Context: an optimization exercise on an open-source flow, tuned for small area. The choices shown serve that exercise and are no tape-out recipe. Function was checked by simulation only, so behaviour that the tests miss may differ from the original. Power is estimated from default activity; no workload was simulated.

## chan_top
module chan_top (
	input  wire logic                       wb_clk,
	input  wire logic                       rst_n_i,
	input  wire logic                       reg_we_i,
	input  wire logic [4-1:0]      reg_adr_i,
	input  wire logic [16-1:0]         reg_dat_i,
	output logic [16-1:0]              reg_dat_o,
	input  wire logic                       adc_vld_i,
	input  wire logic [4*12-1:0]   adc_dat_i,
	output logic [16-1:0]              tx_dat_o,
	output logic                            tx_k_o,
	output logic                            tx_vld_o,
	input  wire logic                       tx_rdy_i
);
For scale: ~2300 cells after synthesis, ~710 flip-flops, roughly 110 I/O pins.
export LEC_CHECK = 0
export CAP_MARGIN = 20
export CORE_MARGIN = 2
export CORE_UTILIZATION = 65
export CTS_CLUSTER_DIAMETER = 80
export CTS_CLUSTER_SIZE = 26
export PLACE_DENSITY = 0.68
export SETUP_SLACK_MARGIN = 0.1
export SLEW_MARGIN = 20
export SYNTH_HIERARCHICAL = 1
create_clock -name core_clock -period 5.0 [get_ports {wb_clk}]
standard.sh (not shown) runs the stock make flow with config.mk's settings and CLKGATE_MAP_FILE= SYNTH_SCRIPT=/design/flow/synth_recipe.tcl, a recipe that flattens the netlist after the stock synthesis.
==> flow/flow/run.sh <==
#!/bin/bash
# Layout flow: the standard layout (standard.sh) with two changes.
#  1. Synthesis maps the logic with an area-oriented ABC script (flow/area.abc)
#     instead of ORFS's speed script. Everything else in synthesis is the standard flow's
#     own script (synth_recipe.tcl): same passes, same flip-flop mapping, same
#     flattening and renaming, so the registers are the standard ones.
#  2. The port buffers are sky130_fd_sc_hd__buf_1 (every input and output
#     port still gets one) instead of the delay cell buffer_ports picks.
# Each tool's output goes to a log file in this folder; ORFS's own per-step
# logs are under orfs/logs/.
set -euo pipefail
here=$(pwd)

# ORFS synth.tcl with the ABC script swapped after the preamble has set it up
orfs_synth="$FLOW_HOME/scripts/synth.tcl"
anchor='source $::env(SCRIPTS_DIR)/synth_preamble.tcl'
grep -qF "$anchor" "$orfs_synth"
awk -v anchor="$anchor" -v abc="$here/flow/area.abc" '
	{ print }
	$0 == anchor { print "lset abc_args 1 " abc }
' "$orfs_synth" > "$here/area_synth.tcl"
grep -q "lset abc_args 1 $here/flow/area.abc" "$here/area_synth.tcl"

# The standard flow's synthesis script, sourcing that copy instead of ORFS's synth.tcl
sed 's#^source $::env(SCRIPTS_DIR)/synth.tcl$#source '"$here"'/area_synth.tcl#' \
	"$here/synth_recipe.tcl" > "$here/area_synth_recipe.tcl"
grep -q "^source $here/area_synth.tcl\$" "$here/area_synth_recipe.tcl"

BUFFER_PORTS_ARGS="-buffer_cell sky130_fd_sc_hd__buf_1" \
	bash "$here/standard.sh" SYNTH_SCRIPT="$here/area_synth_recipe.tcl" finish \
	> "$here/standard_finish.log" 2>&1

test -s "$here/out/final.def"
==> flow/flow/area.abc <==
&get -n
&st
&syn2
&dch
&nf -a -R 1000
&put
topo
stime -c
Edit:
CAP_MARGIN = 10   (was 20)
CTS_CLUSTER_DIAMETER = 100   (was 80)
CTS_CLUSTER_SIZE = 28   (was 26)
SLEW_MARGIN = 10   (was 20)
After rerunning: Power fell by about 3%. Final area fell by about 1%. Synthesized cell count is unchanged. Cell count fell by 0.48%. Routed wire length fell by about 0.54%. Clock power fell by 13%. Setup slack got worse by 8.4 ps.
Edit:
CAP_MARGIN = 5   (was 10)
CTS_CLUSTER_DIAMETER = 80   (was 100)
CTS_CLUSTER_SIZE = 26   (was 28)
SLEW_MARGIN = 5   (was 10)
- utilization increases by 0.41 points
- worst hold slack gains 7.7 ps
- sequential share of layout area decreases by 0.26 points
- die area is unchanged
- total power increases by 2.1%

* * *

== north ==
Another version of the RTL of chan_top (not shown whole).
For scale: ~2400 cells after synthesis, roughly 710 flip-flops, roughly 27000 µm² of cells after synthesis.
export LEC_CHECK = 0
export CAP_MARGIN = 20
export CORE_MARGIN = 2
export CORE_UTILIZATION = 65
export CTS_CLUSTER_DIAMETER = 100
export CTS_CLUSTER_SIZE = 28
export PLACE_DENSITY = 0.68
export SETUP_SLACK_MARGIN = 0.05
export SLEW_MARGIN = 20
export SYNTH_HIERARCHICAL = 1
create_clock -name core_clock -period 5.0 [get_ports {wb_clk}]
==> flow/flow/area.abc <==
strash
dc2
dch
amap
topo
stime -c
Scripts as last shown in full above: flow/flow/run.sh
No stage failed in north, and the final checks on the layout all came back clean.
Relative to north, the following input files were edited for south:
==> flow/flow/area.abc <==
strash
ifraig
dc2
dch -f
amap
topo
stime -c
Results
Between south and north, it is south whose area growth from synthesis to layout is lower, by 0.22 points. Going from north to south, multi-input gate count -5; routed wire length went down by about 0.8%.
### south -> east
==> flow/flow/area.abc <==
strash
dch
amap
topo
stime -c
[summary]
The flow did not stop early for east: all stages ran, and the layout cleared the timing, DRC and antenna checks.
east does better than south on power.
The slowest stage cell on the critical path comes out sky130_fd_sc_hd__fa_2 in one run and sky130_fd_sc_hd__dfxtp_1 in the other, namely in east and south respectively.
Diff south -> east: via count of the first global-routing pass lost 1278; number of buffers added on ports has remained practically unchanged; number of iterations in the first detailed-routing pass now sits lower; later-pin clock latency in the skew report shrank by 0.02 ns; fraction of standard cell area that is sequential -0.22 points.
Compared with south, in east sum of met3 wire segment lengths after detailed routing now sits lower, worst slack after detailed placement saw a decrease, synthesized-area fraction occupied by and/or/nand/nor cells shows a reduction of 0.21 points.
Comparing setup slack for east and south, the bigger number came from east.

* * *

== run A ==
chan_top, a different RTL version from the one above (not shown whole).
Size: ~700 flip-flops, ~110 I/O pins, about 30000 um2 of cells after synthesis.
## chan_top
module chan_top (
	input  wire logic                       wb_clk,
	input  wire logic                       rst_n_i,
	input  wire logic                       reg_we_i,
	input  wire logic [4-1:0]      reg_adr_i,
	input  wire logic [16-1:0]         reg_dat_i,
	output logic [16-1:0]              reg_dat_o,
	input  wire logic                       adc_vld_i,
	input  wire logic [4*12-1:0]   adc_dat_i,
	output logic [16-1:0]              tx_dat_o,
	output logic                            tx_k_o,
	output logic                            tx_vld_o,
	input  wire logic                       tx_rdy_i
);
clock: 5.0 ns
lec_check: 0
cap_margin: 20
core_margin: 2
core_utilization: 40
slew_margin: 20
run.sh (not shown) runs the stock make flow with config.mk's settings and CLKGATE_MAP_FILE= SYNTH_SCRIPT=/design/flow/synth_recipe.tcl, a recipe that flattens the netlist after the stock synthesis.
Stock flow here: none of the scripts above is used.
Run A finished every step from synthesis to the final layout, and the layout passed the timing, DRC and antenna checks.
### run A -> run B
Settings: setting CTS_CLUSTER_SIZE to 30 for the first time; setting CTS_CLUSTER_DIAMETER to 100 for the first time; changing CORE_UTILIZATION from 40 to 60.
## What came out
Signed area change from the synthesized netlist to the final layout on run B is down relative to run A. Run B does worse than run A on worst ir drop on vdd. When run B is measured against run A, its initial antenna violation count turns out 1 lower. Delta (run B minus run A): overall die area moved down, combinational share of power now larger, total routing resource utilization after global routing went up by 8.9 points. Total number of H-tree levels, run B and run A: larger value in run A.
> inputs changed (run B -> run C)
Settings: swapping 30 for 24 in CTS_CLUSTER_SIZE; putting CTS_BUF_LIST at sky130_fd_sc_hd__clkbuf_8 where nothing was set; clearing CTS_CLUSTER_DIAMETER, which used to be 100.
[summary]
- Looking at critical path capture point, the trig_q result is from run B; the last_q one comes from run C.
- Going from run B to run C, clock-buffer cell count grew by more than 100%.
- Per the comparison of run C with run B, cell area climbed 4.1%; via count grew by 2.9%; footprint of the flip-flops and latches neither gained nor lost much; relative contribution of sequential cells to total power shows a reduction of 6.6 points.

port drivers added, routing unchanged:
How much do the figures lean on ideal ports? The routed layouts below were timed once more, with nothing changed but the port constraints. Step 1 sets driving cells, clkbuf_16 on the clock port and buf_2 on the other inputs (assumed; they add their load-dependent delay and slew). Step 2 times the ports against the registers' clock, not the clock port: input delays grow and output delays shrink by t, the midpoint of the rising clock arrivals with the driver on. Three values: no drivers, after step 1, after step 2; two values: the first two.
run	t, ns	slack for setup (ns)	latest minus earliest clock arrival (ns)
the first run of note 1	0.649	0.248 / 0.248 / 0.117	0.045 / 0.045
the second run of note 1	0.670	0.239 / 0.239 / 0.078	0.040 / 0.039
the third run of note 1	0.644	0.237 / 0.237 / 0.036	0.042 / 0.042
north	0.690	0.288 / 0.288 / -0.284	0.038 / 0.039
south	0.697	0.222 / 0.222 / -0.206	0.041 / 0.041
east	0.672	0.278 / 0.278 / -0.287	0.032 / 0.032
run A	0.683	0.697 / 0.697 / 0.184	0.020 / 0.020
run B	0.672	0.610 / 0.610 / 0.187	0.036 / 0.035
run C	0.779	0.602 / 0.602 / 0.138	0.048 / 0.048
With both steps, setup timing fails in north, south and east, where it was met with ideal ports. The setup slack of north, which loses most, moves by 0.000 ns with the drivers and by -0.572 ns with both steps.
